This design comes from an exercise in tuning for small area and a short achievable clock period on the open sky130 flow, not from production work. Only simulation tests tie the RTL to the original design; equivalence was not proved. No activity file was given, so power comes from the tool's default toggle rates.

==> design/flow/run.sh <==
#!/bin/bash
# synth_recipe.tcl (not shown) runs the flow's synth.tcl, then flattens the netlist and writes it again
# the make line also repeats each setting of config.mk as NAME=value (left out here)
make -C /OpenROAD-flow-scripts/flow DESIGN_CONFIG=/design/flow/config.mk WORK_HOME=/design/flow/orfs CLKGATE_MAP_FILE= SYNTH_SCRIPT=/design/flow/synth_recipe.tcl finish
==> design/flow/config.mk <==
export PLATFORM = sky130hd
export DESIGN_NAME = nic_control
export DESIGN_NICKNAME = nic_control
export VERILOG_FILES = /design/flow/design.v
export SDC_FILE = /design/flow/constraint.sdc
export NUM_CORES = 4
export LEC_CHECK = 0
export CAP_MARGIN = 20
export CORE_MARGIN = 2
export CORE_UTILIZATION = 40
export SLEW_MARGIN = 20
==> design/flow/constraint.sdc <==
create_clock -name core_clock -period 5.0 [get_ports {clk}]
set_input_delay 1.0000 -clock core_clock [delete_from_list [all_inputs] [get_ports {clk}]]
set_output_delay 1.0000 -clock core_clock [all_outputs]
set_load 0.01 [all_outputs]
==> design/flow/design.v <==
`timescale 1ns/10ps
package nic_reg_pkg;
    typedef logic [32-1:0]  reg_word_t;
    typedef logic [8-1:0] reg_idx_t;
    typedef enum logic [8-1:0] {
        REG_STATUS         = 8'd0,
        REG_ERRORS         = 8'd1,
        REG_GOOD_H         = 8'd2,
        REG_GOOD_L         = 8'd3,
        REG_BAD_H          = 8'd4,
        REG_BAD_L          = 8'd5,
        REG_PCI_BASE_H     = 8'd6,
        REG_PCI_BASE_L     = 8'd7,
        REG_PCI_SIZE_H     = 8'd8,
        REG_PCI_SIZE_L     = 8'd9,
        REG_RESET          = 8'd10,
        REG_CLEAR_COUNTERS = 8'd11,
        REG_PACKET_COUNT_H = 8'd32,
        REG_PACKET_COUNT_L = 8'd33,
        REG_LOOPBACK       = 8'd34,
        REG_PAUSE_PCI      = 8'd35
    } reg_index_e;
    typedef enum logic [1:0] {
        OKAY   = 2'd0,
        SLVERR = 2'd2,
        DECERR = 2'd3
    } reg_resp_e;
    typedef struct packed {
        logic      write;
        reg_idx_t  write_index;
        reg_word_t write_data;
        logic      read;
        reg_idx_t  read_index;
    } reg_req_t;
    typedef struct packed {
        logic      write_done;
        reg_resp_e write_resp;
        logic      read_valid;
        reg_word_t read_data;
        reg_resp_e read_resp;
    } reg_rsp_t;
    typedef struct packed {
        logic [64-1:0] pci_base;
        logic [64-1:0] pci_size;
        logic [64-1:0] packet_count;
        logic                   loopback;
    } ctrl_config_t;
endpackage
`timescale 1ns/10ps
package nic_status_pkg;
    typedef struct packed {
        logic good;
        logic bad;
        logic range_err;
    } packet_events_t;
    typedef struct packed {
        logic [32-1:0] tdata;
        logic                        tvalid;
        logic                        tready;
    } seq_beat_t;
    typedef struct packed {
        logic seq_error;
        logic overflow_1;
        logic overflow_0;
        logic pci_range_err;
    } error_flags_t;
    typedef struct packed {
        logic [64-1:0] good_packets;
        logic [64-1:0] bad_packets;
    } status_counters_t;
endpackage
`timescale 1ns/10ps
module ctrl_regs (
    input  logic                      clk,
    input  logic                      resetn,
    input  nic_reg_pkg::reg_req_t     req,
    output logic                      write_done,
    output nic_reg_pkg::reg_resp_e    write_resp,
    output logic                      gen_packets,
    output logic                      pause_pci,
    output nic_reg_pkg::reg_word_t    pause_count,
    output logic                      reset_active,
    output logic                      clear_counters,
    output logic                      resetn_out,
    output nic_reg_pkg::ctrl_config_t cfg
);
    localparam int wide_w      = 64;
    localparam int dw          = 32;
    localparam int reset_cnt_w = $clog2(1000 + 1);
    logic [reset_cnt_w-1:0] reset_count;
    assign reset_active = (reset_count != '0);
    assign pause_pci    = (pause_count != '0);
    always_ff @(posedge clk) begin
        resetn_out <= resetn && !reset_active;
    end
    always_ff @(posedge clk) begin
        if (!resetn) begin
            write_done       <= 1'b0;
            write_resp       <= nic_reg_pkg::OKAY;
            gen_packets      <= 1'b0;
            clear_counters   <= 1'b0;
            reset_count      <= '0;
            pause_count      <= '0;
            cfg.pci_base     <= 64'h0000_0001_0000_0000;
            cfg.pci_size     <= 64'h0000_0001_0000_0000;
            cfg.packet_count <= '0;
            cfg.loopback     <= 1'b0;
        end else begin
            write_done     <= req.write;
            gen_packets    <= 1'b0;
            clear_counters <= 1'b0;
            if (reset_active) begin
                reset_count <= reset_count - 1'b1;
            end
            if (pause_pci) begin
                pause_count <= pause_count - 1'b1;
            end
            if (req.write) begin
                write_resp <= nic_reg_pkg::OKAY;
                case (req.write_index)
                    nic_reg_pkg::REG_PACKET_COUNT_H: cfg.packet_count[wide_w-1:dw] <= req.write_data;
                    nic_reg_pkg::REG_PACKET_COUNT_L: begin
                        cfg.packet_count[dw-1:0] <= req.write_data;
                        gen_packets              <= 1'b1;
                    end
                    nic_reg_pkg::REG_PCI_BASE_H:     cfg.pci_base[wide_w-1:dw] <= req.write_data;
                    nic_reg_pkg::REG_PCI_BASE_L:     cfg.pci_base[dw-1:0]      <= req.write_data;
                    nic_reg_pkg::REG_PCI_SIZE_H:     cfg.pci_size[wide_w-1:dw] <= req.write_data;
                    nic_reg_pkg::REG_PCI_SIZE_L:     cfg.pci_size[dw-1:0]      <= req.write_data;
                    nic_reg_pkg::REG_LOOPBACK:       cfg.loopback              <= req.write_data[0];
                    nic_reg_pkg::REG_RESET:          reset_count <= reset_cnt_w'(1000);
                    nic_reg_pkg::REG_PAUSE_PCI:      pause_count <= req.write_data;
                    nic_reg_pkg::REG_CLEAR_COUNTERS: clear_counters <= 1'b1;
                    nic_reg_pkg::REG_GOOD_H, nic_reg_pkg::REG_GOOD_L, nic_reg_pkg::REG_BAD_H, nic_reg_pkg::REG_BAD_L: ;
                    default:            write_resp <= nic_reg_pkg::DECERR;
                endcase
            end
        end
    end
endmodule
`timescale 1ns/10ps
module status_monitor (
    input  logic                              clk,
    input  logic                              resetn_out,
    input  logic                              clear_counters,
    input  nic_reg_pkg::reg_req_t             req,
    input  nic_status_pkg::packet_events_t    events,
    input  nic_status_pkg::seq_beat_t         seq,
    input  logic                              overflow_0,
    input  logic                              overflow_1,
    output nic_status_pkg::status_counters_t  counters,
    output nic_status_pkg::error_flags_t      errors
);
    logic clear;
    logic pci_range_err;
    logic seq_error;
    logic                        beat;
    logic [32-1:0] seq_field;
    logic [32-1:0] seq_prior;
    assign clear     = !resetn_out || clear_counters;
    assign beat      = seq.tvalid && seq.tready;
    assign seq_field = seq.tdata[32-1 -: 32];
    always_ff @(posedge clk) begin
        if (clear) begin
            counters <= '0;
        end else begin
            if (req.write && req.write_index == nic_reg_pkg::REG_GOOD_H) begin
                counters.good_packets[64-1:32] <= req.write_data;
            end else if (req.write && req.write_index == nic_reg_pkg::REG_GOOD_L) begin
                counters.good_packets[32-1:0] <= req.write_data;
            end else if (events.good) begin
                counters.good_packets <= counters.good_packets + 1'b1;
            end
            if (req.write && req.write_index == nic_reg_pkg::REG_BAD_H) begin
                counters.bad_packets[64-1:32] <= req.write_data;
            end else if (req.write && req.write_index == nic_reg_pkg::REG_BAD_L) begin
                counters.bad_packets[32-1:0] <= req.write_data;
            end else if (events.bad) begin
                counters.bad_packets <= counters.bad_packets + 1'b1;
            end
        end
    end
    always_ff @(posedge clk) begin
        if (clear) begin
            pci_range_err <= 1'b0;
        end else if (events.range_err) begin
            pci_range_err <= 1'b1;
        end
    end
    always_ff @(posedge clk) begin
        if (clear) begin
            seq_error <= 1'b0;
        end else if (beat) begin
            if (seq_field != '0 && seq_field != seq_prior + 1'b1) begin
                seq_error <= 1'b1;
            end
        end
    end
    always_ff @(posedge clk) begin
        if (!resetn_out) begin
            seq_prior <= '0;
        end else if (beat) begin
            seq_prior <= seq_field;
        end
    end
    assign errors = {seq_error, overflow_1, overflow_0, pci_range_err};
endmodule
`timescale 1ns/10ps
module reg_read_mux (
    input  logic                             clk,
    input  logic                             resetn,
    input  nic_reg_pkg::reg_req_t            req,
    input  nic_reg_pkg::ctrl_config_t        cfg,
    input  nic_reg_pkg::reg_word_t           pause_count,
    input  logic                             reset_active,
    input  logic                             generator_idle,
    input  logic                             hbm_cattrip,
    input  logic                             pcs_aligned,
    input  nic_status_pkg::status_counters_t counters,
    input  nic_status_pkg::error_flags_t     errors,
    output logic                             read_valid,
    output nic_reg_pkg::reg_word_t           read_data,
    output nic_reg_pkg::reg_resp_e           read_resp
);
    localparam int wide_w = 64;
    localparam int dw     = 32;
    nic_reg_pkg::reg_word_t rd_word;
    nic_reg_pkg::reg_resp_e rd_resp;
    logic temp_ok;
    assign temp_ok = !hbm_cattrip;
    always_comb begin
        rd_word = '0;
        rd_resp = nic_reg_pkg::OKAY;
        case (req.read_index)
            nic_reg_pkg::REG_STATUS:         rd_word = nic_reg_pkg::reg_word_t'({temp_ok, pcs_aligned});
            nic_reg_pkg::REG_ERRORS:         rd_word = nic_reg_pkg::reg_word_t'(errors);
            nic_reg_pkg::REG_GOOD_H:         rd_word = counters.good_packets[wide_w-1:dw];
            nic_reg_pkg::REG_GOOD_L:         rd_word = counters.good_packets[dw-1:0];
            nic_reg_pkg::REG_BAD_H:          rd_word = counters.bad_packets[wide_w-1:dw];
            nic_reg_pkg::REG_BAD_L:          rd_word = counters.bad_packets[dw-1:0];
            nic_reg_pkg::REG_PCI_BASE_H:     rd_word = cfg.pci_base[wide_w-1:dw];
            nic_reg_pkg::REG_PCI_BASE_L:     rd_word = cfg.pci_base[dw-1:0];
            nic_reg_pkg::REG_PCI_SIZE_H:     rd_word = cfg.pci_size[wide_w-1:dw];
            nic_reg_pkg::REG_PCI_SIZE_L:     rd_word = cfg.pci_size[dw-1:0];
            nic_reg_pkg::REG_RESET:          rd_word = nic_reg_pkg::reg_word_t'(reset_active);
            nic_reg_pkg::REG_PACKET_COUNT_H: rd_word = '0;
            nic_reg_pkg::REG_PACKET_COUNT_L: rd_word = nic_reg_pkg::reg_word_t'(!generator_idle);
            nic_reg_pkg::REG_LOOPBACK:       rd_word = nic_reg_pkg::reg_word_t'(cfg.loopback);
            nic_reg_pkg::REG_PAUSE_PCI:      rd_word = pause_count;
            default:            rd_resp = nic_reg_pkg::DECERR;
        endcase
    end
    always_ff @(posedge clk) begin
        if (!resetn) begin
            read_valid <= 1'b0;
        end else begin
            read_valid <= req.read;
        end
    end
    always_ff @(posedge clk) begin
        if (req.read) begin
            read_data <= rd_word;
            read_resp <= rd_resp;
        end
    end
endmodule
`timescale 1ns/10ps
module nic_control (
    input  logic                          clk,
    input  logic                          resetn,
    input  logic                          req_write,
    input  logic [8-1:0]   req_write_index,
    input  logic [32-1:0]    req_write_data,
    input  logic                          req_read,
    input  logic [8-1:0]   req_read_index,
    output logic                          rsp_write_done,
    output logic [1:0]                    rsp_write_resp,
    output logic                          rsp_read_valid,
    output logic [32-1:0]    rsp_read_data,
    output logic [1:0]                    rsp_read_resp,
    input  logic                          ev_good,
    input  logic                          ev_bad,
    input  logic                          ev_range_err,
    input  logic [32-1:0]   seq_tdata,
    input  logic                          seq_tvalid,
    input  logic                          seq_tready,
    input  logic                          overflow_0,
    input  logic                          overflow_1,
    input  logic                          hbm_cattrip,
    input  logic                          pcs_aligned,
    input  logic                          generator_idle,
    output logic [64-1:0]        cfg_pci_base,
    output logic [64-1:0]        cfg_pci_size,
    output logic [64-1:0]        cfg_packet_count,
    output logic                          cfg_loopback,
    output logic                          gen_packets,
    output logic                          pause_pci,
    output logic                          resetn_out
);
    nic_reg_pkg::reg_req_t       req;
    nic_status_pkg::packet_events_t events;
    nic_status_pkg::seq_beat_t      seq;
    nic_reg_pkg::ctrl_config_t   cfg;
    assign req.write       = req_write;
    assign req.write_index = req_write_index;
    assign req.write_data  = req_write_data;
    assign req.read        = req_read;
    assign req.read_index  = req_read_index;
    assign events.good      = ev_good;
    assign events.bad       = ev_bad;
    assign events.range_err = ev_range_err;
    assign seq.tdata  = seq_tdata;
    assign seq.tvalid = seq_tvalid;
    assign seq.tready = seq_tready;
    assign cfg_pci_base     = cfg.pci_base;
    assign cfg_pci_size     = cfg.pci_size;
    assign cfg_packet_count = cfg.packet_count;
    assign cfg_loopback     = cfg.loopback;
    logic      write_done;
    nic_reg_pkg::reg_resp_e write_resp;
    logic      reset_active;
    logic      clear_counters;
    nic_reg_pkg::reg_word_t pause_count;
    nic_status_pkg::status_counters_t counters;
    nic_status_pkg::error_flags_t     errors;
    logic      read_valid;
    nic_reg_pkg::reg_word_t read_data;
    nic_reg_pkg::reg_resp_e read_resp;
    ctrl_regs ctrl_regs_i (
        .clk            (clk),
        .resetn         (resetn),
        .req            (req),
        .write_done     (write_done),
        .write_resp     (write_resp),
        .gen_packets    (gen_packets),
        .pause_pci      (pause_pci),
        .pause_count    (pause_count),
        .reset_active   (reset_active),
        .clear_counters (clear_counters),
        .resetn_out     (resetn_out),
        .cfg            (cfg)
    );
    status_monitor status_monitor_i (
        .clk            (clk),
        .resetn_out     (resetn_out),
        .clear_counters (clear_counters),
        .req            (req),
        .events         (events),
        .seq            (seq),
        .overflow_0     (overflow_0),
        .overflow_1     (overflow_1),
        .counters       (counters),
        .errors         (errors)
    );
    reg_read_mux reg_read_mux_i (
        .clk            (clk),
        .resetn         (resetn),
        .req            (req),
        .cfg            (cfg),
        .pause_count    (pause_count),
        .reset_active   (reset_active),
        .generator_idle (generator_idle),
        .hbm_cattrip    (hbm_cattrip),
        .pcs_aligned    (pcs_aligned),
        .counters       (counters),
        .errors         (errors),
        .read_valid     (read_valid),
        .read_data      (read_data),
        .read_resp      (read_resp)
    );
    assign rsp_write_done = write_done;
    assign rsp_write_resp = write_resp;
    assign rsp_read_valid = read_valid;
    assign rsp_read_data  = read_data;
    assign rsp_read_resp  = read_resp;
endmodule
==> summary.txt <==
outcome -> finished clean
Crit path depth -> 5
cts hold-fix bufs -> 0
# IOs -> 328
WL/cell -> 27.8 um
antenna viol nets, final -> 0
Yosys reg bits -> 436
Clk Latency, worst-skew pair -> 630 ps
syn avg cell area -> 7.99 sq um
Pre-antenna DRT Iters -> 7
largest net degree at the start of global routing -> 85
Reg clk slew, reported paths -> 60 ps
Post-CTS Setup Bufs -> 0
top post-synthesis cells by area -> dfxtp_1 37%, nand2_1 9.9%, a21oi_1 7.2%
RD Place Congestion -> 1.00
count leader, synth -> nand2_1
period utilisation layout -> 0.827
vias in the first global route -> 21300
Starting Density -> 0.404
worst slew pin tran -> 1230 ps
worst reg-to-reg path cell count -> 7
Worst Path Required -> 4000 ps
clk sink count -> 436
Critical Path AT -> 3140 ps
WHS Path Cells -> 2
LEAKAGE -> 8.66 nW
yosys warns -> 3
Slowest-stage cell, CP -> nor4_1
Final setup viols -> 0
maximum vdd drop -> 0.000252 V
maximum clock insertion buffer count -> 3
FP Rows -> 85
CTS tree -> built
Place WS -> 870 ps
Crit path largest cell delay -> 600 ps
WP buf/inv -> 2
class of the worst hold path -> reg2reg
Critical Path Start -> ctrl_regs_i.pause_count[25]
via count -> 22800
Clk pwr share -> 0.401
Root Driver -> clkbuf_16
P&R area growth vs syn -> 24.9%
Distinct cells, synth -> 88
Final Max Slew Viols -> 0
cts repair resizes -> 0
CP Cell Sequence -> or3_4, nor4_1, and4_2, inv_2, clkdlybuf4s50_1
Die Span Y -> 237 um
sw frac -> 0.308
core area -> 53700 sq um
sequential share of power -> 0.411
placed insts -> 3575
Worst slew margin -> 0.179
ratio of cells with drive above 1 in the final layout -> 0.0686
P_int -> 6.53 mW
Reg-to-Reg Start -> status_monitor_i.counters[9]
Synth Instances -> 2712
kind of critical path -> reg2out
setup TNS -> 0 ps
number of max-cap violations -> 0
Post-synth top flop -> dfxtp_1
gr usage total -> 0.355
dominant cell type by area after synthesis -> dfxtp_1
FFs w/ async S/R, synth -> 0
Synth top area share -> 0.372
Detailed Route WL -> 102000 um
CP startpoint kind -> flop
initial antenna violation count -> 4
Cell Count, Final, Fillers Out -> 3670
RSZ-0062 raised after global routing -> no
Overflow after GRT -> 0
DRC -> 0
number of synthesized flops with an enable pin -> 33
Die Area -> 56100 sq um
Mapped Area -> 21700 sq um
Inserted Clock Buffers -> 49
global-route wire length before repair -> 148000 um
most frequent cells after synthesis -> 571 x nand2_1, 403 x dfxtp_1, 314 x a21oi_1, 180 x clkbuf_1, 137 x nor2_1
endpoint class of the critical path -> output pin
utilization after layout -> 0.504
PwrDens -> 348 nW/um^2
DIE WIDTH -> 237 um
DP HPWL -> 72100 um
hold path startpoint -> ctrl_regs_i.cfg[57]
Logic pwr share -> 0.188
Achievable Freq -> 242 MHz
final net count -> 3030
final hold violations -> 0
H-tree lvl count -> 2
Initial DRC Count -> 3028
family with the most delay on the worst path -> simple AND/OR/NAND/NOR gates
sequential area share after synthesis -> 0.418
number of port buffers -> 327
Switching Power -> 2.90 mW
Vias/cell -> 6.23
post-layout minimum cycle time -> 4140 ps
final setup margin -> 864 ps
Worst Skew -> 27.8 ps
CP Max Fanout -> 9
Syn Nets -> 2811
==> flip-flops by register name (all words and copies together) (netlist names), 10 cells and up <==
signal	count
status_monitor_i.seq_prior	32
ctrl_regs_i.pause_count	32
reg_read_mux_i.read_data	32
ctrl_regs_i.reset_count	10
status_monitor_i.counters	128
ctrl_regs_i.cfg	193
==> routing by layer <==
layer  vias up  wire, um  GRT usage
met2      1320     45000      0.542
met3       243     10700     0.0767
met4         0      4660      0.160
met1     11100     41800      0.481
li1      10200         -          -
met5         -         0          0
==> worst register-to-register path, stage by stage (launching register included) <==
cell and delay (ps):
dfxtp_1 450, and4_1 340, and4_1 300, nand4_1 660, or2_2 660, or3_1 390, a2bb2oi_1 140, a21oi_1 180
==> final cells by class <==
type / instances / area [sq um]
fillers: 5106 / 26600
multi-input cells: 2040 / 11700
flip-flops and latches: 436 / 9060
repair buffers: 378 / 3660
clock buffers: 69 / 1410
well taps: 696 / 871
clock inverters: 23 / 239
inverters: 26 / 103
diodes: 2 / 5.00
==> cells in the final DEF (no fill, tap or decap), drive strengths merged, types with 6 or more instances in the layout <==
cell / count
nand2b: 13
mux2i: 8
clkdlybuf4s50: 324
and4: 29
nand3: 114
edfxtp: 33
o211ai: 14
nor2b: 12
nand4: 58
a211oi: 34
a22oi: 60
dfxtp: 403
a32oi: 7
clkinv: 17
and2: 15
a21oi: 315
o21ai: 110
inv: 27
nor4b: 6
o22ai: 14
a31oi: 26
a221oi: 20
nand2: 573
a222oi: 34
nor3: 44
nor4: 42
a21boi: 34
mux2: 15
or4: 11
nor2: 137
xor2: 74
clkbuf: 69
a22o: 29
xnor2: 70
buf: 54
and3: 29
or3: 25
==> worst paths after layout <==
kind / slack, ps / endpoint
max: 860 / pause_pci
min: 450 / ctrl_regs_i.cfg[57]
max reg2reg: 1800 / status_monitor_i.counters[49]
min reg2reg: 450 / ctrl_regs_i.cfg[57]
==> per-stage QoR <==
| stage | total power [mW] | hold slack [ps] | instance area (sq um) |
|---|---|---|---|
| 2_1_floorplan | 5.05 | 439 | 21700 |
| 5_1_grt | 9.74 | 474 | 27100 |
| 6_report | 9.44 | 452 | 27100 |
| 3_3_place_gp | 5.64 | 442 | 25400 |
| 4_1_cts | 9.40 | 456 | 27100 |
| 3_5_place_dp | 5.66 | 447 | 25400 |
==> logic make-up after synthesis <==
kind of cell | count (synthesis) | synth area share
buffers and inverters | 236 | 0.0436
AO/OA/AOI/OAI | 731 | 0.212
flip-flops | 436 | 0.418
XOR/XNOR | 144 | 0.0582
AND/OR/NAND/NOR | 1134 | 0.251
adder cells (fa/ha/maj) | 5 | 0.00289
multiplexers | 26 | 0.0146
==> power groups by stage <==
stage / logic, mW / clock network (mW) / registers, mW
floorplan: 1.15 / 0 / 3.89
global placement: 1.69 / 0 / 3.94
detailed placement: 1.71 / 0 / 3.95
CTS: 1.73 / 3.80 / 3.87
global route: 1.90 / 3.94 / 3.90
finish: 1.77 / 3.78 / 3.88

[port drivers added, routing unchanged]
In the flow no input, the clock included, has a driving cell. The finished layout below was timed again as built, in two steps. Step 1: set_driving_cell puts a clkbuf_16 on clk and a buf_2 on each other input, an assumption about the parent block. Step 2 times the ports against the registers' clock, not the clock port: input delays grow and output delays shrink by t, the midpoint of the rising clock arrivals with the driver on. a / b / c = no drivers / after step 1 / after step 2; a / b = the first two.
shift t [ns]: 0.679
setup slack, ns: 0.864 / 0.799 / 0.753
hold slack, ns: 0.452 / 0.452 / 0.452
slew at the worst register clock pin (ns): 0.07 / 0.07
worst data-port slew with drivers (ns): 0.10
After both steps this run still meets setup and hold. For this run, drivers alone change the setup slack by -0.065 ns; drivers and shift together by -0.111 ns.
